What follows belongs to an exercise in optimizing a design on an open flow for small area, a short achievable clock period and few clock cycles per item; a production flow would make more cautious choices. In this exercise RTL edits were held to simulation tests only and were not proved equivalent to the original. Power and IR drop assume default switching activity.

## flow/design.v (module list and top-level ports; edited modules follow where they fit)
// module neurona_mac: 1716 lines
// module neurona_mac_fa: 10 lines
// module neurona_mac_c42: 17 lines
// module neurona_mac_c32: 16 lines
// module neurona_mac_ha: 9 lines
module neurona_mac #(
    parameter int Signo     = 1,
    parameter int Magnitud  = 7,
    parameter int Precision = 24,
    parameter int Width     = Signo + Magnitud + Precision,
    parameter int NEntradas = 4
) (
    input  logic             CLK,
    input  logic             RST,
    input  logic             Inicio,
    input  logic [Width-1:0] Sesgo,
    input  logic             EntradaValida,
    input  logic [Width-1:0] Entrada,
    input  logic [Width-1:0] Peso,
    output logic             Ocupado,
    output logic             Listo,
    output logic [Width-1:0] Salida,
    output logic             Error
);
  // ...
==> flow/flow/run.sh <==
#!/bin/bash
set -euo pipefail
MARGIN=$(cat flow/margin.txt)
bash standard.sh SETUP_SLACK_MARGIN=$MARGIN \
  "BUFFER_PORTS_ARGS=-buffer_cell sky130_fd_sc_hd__buf_1" \
  finish > orfs_make.log 2>&1
==> flow/flow/margin.txt <==
9.9
==> flow/standard.sh <==
#!/bin/bash
# synth_recipe.tcl (not shown) runs the flow's synth.tcl, then flattens the netlist and writes it again
# the make line also repeats each setting of config.mk as NAME=value (left out here)
make -C /OpenROAD-flow-scripts/flow DESIGN_CONFIG=/design/flow/config.mk WORK_HOME=/design/flow/orfs CLKGATE_MAP_FILE= SYNTH_SCRIPT=/design/flow/synth_recipe.tcl "${@:-finish}"
==> flow/config.mk <==
export PLATFORM = sky130hd
export DESIGN_NAME = neurona_mac
export DESIGN_NICKNAME = neurona_mac
export VERILOG_FILES = /design/flow/design.v
export SDC_FILE = /design/flow/constraint.sdc
export NUM_CORES = 4
export LEC_CHECK = 0
export CAP_MARGIN = 20
export CORE_MARGIN = 2
export CORE_UTILIZATION = 40
export SLEW_MARGIN = 20
export SYNTH_HIERARCHICAL = 1
export TNS_END_PERCENT = 0
==> flow/constraint.sdc <==
create_clock -name core_clock -period 13.5 [get_ports {CLK}]
set_input_delay 2.7000 -clock core_clock [delete_from_list [all_inputs] [get_ports {CLK}]]
set_output_delay 2.7000 -clock core_clock [all_outputs]
set_load 0.01 [all_outputs]
==> results.sh, run 1 <==
export IMPL_regToRegSetupSlack_ps=9500
export IMPL_numCtsBuffers=37
export IMPL_place_area_mm2=0.0334
export IMPL_antenna_left=0
export IMPL_min_from="sg1_q"
export IMPL_inverters=20
export IMPL_p_int_uw=2170
export IMPL_tap_cells=1060
export IMPL_wl_per_cell_um=24.8
export IMPL_tightest_slew_ps=996
export IMPL_grt_total_usage=0.247
export IMPL_min_path_cells=0
export IMPL_clkbuf_count=46
export IMPL_syn_cell_area_mm2=0.0322
export IMPL_yosys_area_share_xor_xnor=0.167
export IMPL_regArea_mm2=0.00623
export IMPL_grt_first_pass_wirelength_mm=157
export IMPL_path_common_cell="fa_1"
export IMPL_final_area_mm2=0.0354
export IMPL_sh_seq_area=0.176
export IMPL_grtUsageMet3=0.0679
export IMPL_met3_length_mm=10.7
export IMPL_status="finished clean"
export IMPL_portBuffers=134
export IMPL_core_mm2=0.0802
export IMPL_largestRegisters="r1_q x52, r0_q x51, acc_q x35"
export IMPL_route_detailed_drc=0
export IMPL_cts_setup_buffers=5
Testbench counts, summed over its fixed seeds: cycles 3,584, items 512.
==> inputs of run 2 (changes only) <==
--- a/flow/design.v
+++ b/flow/design.v
@@ -44,35 +44,36 @@
             else if (toma) cuenta_q <= cuenta_q + 3'd1;
             v1_q <= toma;
             l1_q <= toma && (cuenta_q == 3'(NEntradas - 1));
             v2_q <= v1_q;
             l2_q <= l1_q;
         end
     end
     localparam bit GATE = 1;
-    localparam bit GATE_NEG = 1;   
+    localparam bit GATE_NEG = 0;   
+    localparam bit GATE_DIG = 0;   
     logic [31:0] e1_q;
     logic        sg1_q;
     logic [15:0] one1_q, two1_q, neg1_q;
     logic [32:0] wx;
     logic [15:0] one_d, two_d;
     assign wx = {Peso, 1'b0};
     always_comb begin
         for (int i = 0; i < 16; i++) begin
             one_d[i] = wx[2*i+1] ^ wx[2*i];
             two_d[i] = (wx[2*i+2] & ~wx[2*i+1] & ~wx[2*i]) | (~wx[2*i+2] & wx[2*i+1] & wx[2*i]);
         end
     end
     always_ff @(posedge CLK) begin
         sg1_q  <= Entrada[31] ^ Peso[31];
         e1_q   <= toma ? Entrada : 32'd0;
-        one1_q <= toma ? one_d : 16'd0;
-        two1_q <= toma ? two_d : 16'd0;
-        for (int i = 0; i < 16; i++) neg1_q[i] <= toma & Peso[2*i+1];
+        one1_q <= one_d;
+        two1_q <= two_d;
+        for (int i = 0; i < 16; i++) neg1_q[i] <= Peso[2*i+1];
     end
     logic [33:0] ex;
     assign ex = {e1_q[31], e1_q, 1'b0};
     logic [32:0] pp [16];
     always_comb begin
         for (int i = 0; i < 16; i++)
             for (int j = 0; j < 33; j++)
                 pp[i][j] = ((one1_q[i] & ex[j+1]) | (two1_q[i] & ex[j])) ^ neg1_q[i];
==> flow/flow/margin.txt (replaced) <==
9.7
==> results.sh, run 2 <==
export IMPL_grt_ovfl_total=0
export IMPL_syn_cell_area_mm2=0.0326
export IMPL_firstDrtPassIters=9
export IMPL_use_met1=0.353
export IMPL_relSlewSlack=0.219
export IMPL_wl_per_cell_um=26.1
export IMPL_fmax_mhz=234
export IMPL_tightest_slew_ps=1170
export IMPL_clock_latency_ps=590
export IMPL_hold_violations=0
export IMPL_crit_fanout=33
export IMPL_regToRegSetupSlack_ps=9220
export IMPL_cap_violations=0
export IMPL_layout_commonest_cell="xnor2_1"
export IMPL_critPathKind="flip-flop to flip-flop"
export IMPL_grt_total_usage=0.259
export IMPL_hp_class="flip-flop to flip-flop"
export IMPL_place_congestion=0.884
export IMPL_regMostFlops="r1_q"
export IMPL_cts_root_buf="clkbuf_16"
export IMPL_finalClockSkew_ps=50.5
export IMPL_end_kind="flip-flop"
export IMPL_clock_path_buffers=3
export IMPL_timing_setup_tns_ps=0
export IMPL_grt_max_degree=73
export IMPL_whs_ps=329
export IMPL_yosysSeqAreaShare=0.187
export IMPL_use_met2=0.375
export IMPL_cts_tree="built"
export IMPL_antenna_left=0
export IMPL_synth_seq_cells=293
export IMPL_crit_chain="a22oi_1 -> xnor2_1 -> fa_1 -> fa_1 -> fa_1 -> fa_1 -> fa_1"
export IMPL_ir_worst_vdd_mv=0.312
export IMPL_antenna_found_initial=1
export IMPL_synth_area_leader_cell="fa_1"
export IMPL_core_mm2=0.0807
export IMPL_grtUsageMet3=0.0846
export IMPL_r2r_start="one1_q[7]"
export IMPL_setup_viol=0
export IMPL_areaGrowthSynthToFinish_pct=8.43
export IMPL_die_area_mm2=0.0839
export IMPL_period_needed_ps=4280
export IMPL_ys_warn_count=9
export IMPL_synth_top_area_share=0.288
export IMPL_whs_endpoint="sg2_q"
export IMPL_synth_common_cells="xnor2_1, a22oi_1, fa_1, clkbuf_1, dfxtp_1"
export IMPL_core_rowCount=104
export IMPL_numCtsBuffers=36
export IMPL_route_detailed_drc=0
export IMPL_cp_num_buf_inv=0
export IMPL_die_w_um=290
export IMPL_drt_total_wl_mm=109
export IMPL_synth_avg_cell_area_um2=10.4
export IMPL_p_leak_uw=0.0122
export IMPL_dp_hpwl_mm=67.9
export IMPL_critPathRequiredTime_ps=13930
export IMPL_largest_reg_flops=52
export IMPL_synthFlopType="dfxtp_1"
export IMPL_layout_drive_gt1_share=0.0756
export IMPL_rr_endpoint="r2_q[22]"
export IMPL_power_density_mw_per_mm2=260
export IMPL_finalCritPeriodShare=0.317
export IMPL_vias=25400
export IMPL_grt_first_pass_wirelength_mm=164
export IMPL_crit_family="adder cells"
export IMPL_synthTopCellsByArea="fa_1, dfxtp_1, xnor2_1"
export IMPL_die_y_um=290
export IMPL_synth_distinct_cells=81
export IMPL_min_from="sg1_q"
export IMPL_htree_levels=2
export IMPL_initial_core_util=0.404
export IMPL_drtIter0Drc=3218
export IMPL_grt_setup_unrepaired="yes"
export IMPL_synth_cells=3140
export IMPL_status="finished clean"
export IMPL_largestRegisters="r1_q x52, r0_q x51, acc_q x35"
export IMPL_grt_busiest_layer="met2"
export IMPL_slowest_delay_ps=1100
export IMPL_path_clk_slew_ps=60
export IMPL_synth_edf_count=0
export IMPL_post_drt_via_cell_ratio=6.10
export IMPL_slew_viol_final=0
export IMPL_cts_sinks=293
export IMPL_ios=135
export IMPL_grt_pass1_vias=26100
export IMPL_final_cell_mix="xnor2_1, a22oi_1, fa_1, dfxtp_1, ha_1"
export IMPL_portBuffers=134
export IMPL_slowest_stage="dfxtp_2"
export IMPL_layout_nets=3832
export IMPL_cts_hold_buf=0
export IMPL_min_path_cells=0
export IMPL_critPathLaunchType="flip-flop"
export IMPL_async_flop_share=0.150
export IMPL_worstPathArrival_ps=4700
export IMPL_path_common_cell="fa_1"
export IMPL_post_synth_top_count_cell="xnor2_1"
export IMPL_reg2reg_depth=7
[run 2: cell count changes in the layout (fill, tap and decap cells not counted), moves of 14 or more]
cell / change
and3_1: +37
a21oi_1: -45
mux2i_1: -19
dfxtp_2: +25
and2_1: -44
dfxtp_4: -30
mux2_2: +14
a31oi_1: +32
a22oi_1: -26
or3b_2: -16
nand3_1: +15
xnor2_1: -14
or3_1: +43
[run 2: how the worst max path moves through the flow]
stage	slack, ps	cells past startpoint	start	to
6_report	9220	7	one1_q[7]	r2_q[22]
5_1_grt	9110	13	r0_q[20]	salida_q[7]
4_1_cts	9290	13	r2_q[23]	salida_q[5]
3_5_place_dp	8800	12	r0_q[15]	salida_q[11]
3_3_place_gp	8880	12	r0_q[13]	salida_q[3]
2_1_floorplan	9620	13	r2_q[23]	salida_q[17]
[run 2: per-stage QoR]
step	utilization	cell area, um2	total power [uW]	std cells	setup WS, ps
2_1_floorplan	-	32800	5990	3156	9620
3_3_place_gp	0.420	33900	7770	4096	8880
3_5_place_dp	0.420	33900	7820	4096	8800
4_1_cts	0.438	35400	9070	4168	9290
5_1_grt	0.438	35400	10000	4168	9110
6_report	0.439	35400	9180	4169	9220
[run 2: area by class of cell]
class | instances | area [um2]
diodes | 1 | 2.50
multi-input cells | 2527 | 25400
clock buffers | 45 | 1040
clock inverters | 19 | 322
well taps | 1060 | 1330
flip-flops and latches | 293 | 6150
inverters | 25 | 93.8
fillers | 7665 | 45300
repair buffers | 199 | 1020
[run 2: worst register-to-register path, cell delays in order (launching register included)]
cell and delay (ps):
dfxtp_2 1100, a22oi_1 260, xnor2_1 270, fa_1 480, fa_1 410, fa_1 610, fa_1 460, fa_1 540
[run 2: timing repair]
item	4_1_cts	5_1_grt
setup buffers	7	0
endpoints found under the setup margin	150	187
pin swaps	4	3
resized for setup	12	6
cloned	1	0
[run 2: where the power goes]
part | internal (uW) | leakage [uW] | total [uW] | switching (uW)
Combinational | 2740 | 0.00896 | 6640 | 3900
Clock | 671 | 0.000658 | 1100 | 424
Sequential | 1160 | 0.00253 | 1440 | 281
[run 2: modules after synthesis (local to each module, per instance)]
module / flops+latches / area [um2] / times used / cells
neurona_mac_fa: 0 / 20.0 / 467 / 1
neurona_mac: 293 / 22300 / 1 / 2593
neurona_mac_ha: 0 / 12.5 / 80 / 1
[run 2: logic make-up (layout without fill, tap and decap cells)]
kind of cell | Yosys count | in the layout | synth area share
buffers and inverters | 337 | 288 | 0.0403
muxes | 32 | 32 | 0.0111
AOI/OAI and AO/OA | 747 | 748 | 0.164
other | 1 | 18 | 0.000115
DFF | 293 | 293 | 0.187
xor gates and xnor gates | 603 | 603 | 0.162
and+or+nand+nor | 477 | 477 | 0.0787
adders and majority gates | 650 | 650 | 0.357
[run 2: layer usage]
layer | up-vias | routed length [um]
met5 | - | 13
met4 | 2 | 4910
met3 | 348 | 13700
met2 | 1661 | 45400
met1 | 12500 | 45000
li1 | 10900 | -
Testbench counts of run 2, summed over its fixed seeds: cycles 3,584, items 512.

[port drivers added, routing unchanged]
The results above use ideal ports. As a check the final layouts listed here were re-extracted and re-timed, cells and wires unchanged. Step 1, drivers: a clkbuf_16 drives CLK and a buf_2 each remaining input, both assumed. Step 2 moves the port delays by t, midway between the first and last clock arrival at a register: inputs arrive t later, outputs are due t later. That takes back most of the time a late clock gives input paths. a / b / c = ideal ports / drivers / drivers and shift; a / b = the first two.
run | t (ns) | setup slack, ns | latest minus earliest clock arrival (ns) | pins driven straight from the clock port
run 1 | 0.624 | 9.505 / 9.505 / 9.112 | 0.037 / 0.038 | 1
run 2 | 0.639 | 9.223 / 9.223 / 9.223 | 0.050 / 0.050 | 1
After both steps setup and hold are still met in every run listed. The setup slack of run 1, which loses most, moves by 0.000 ns with the drivers and by -0.393 ns with both steps.
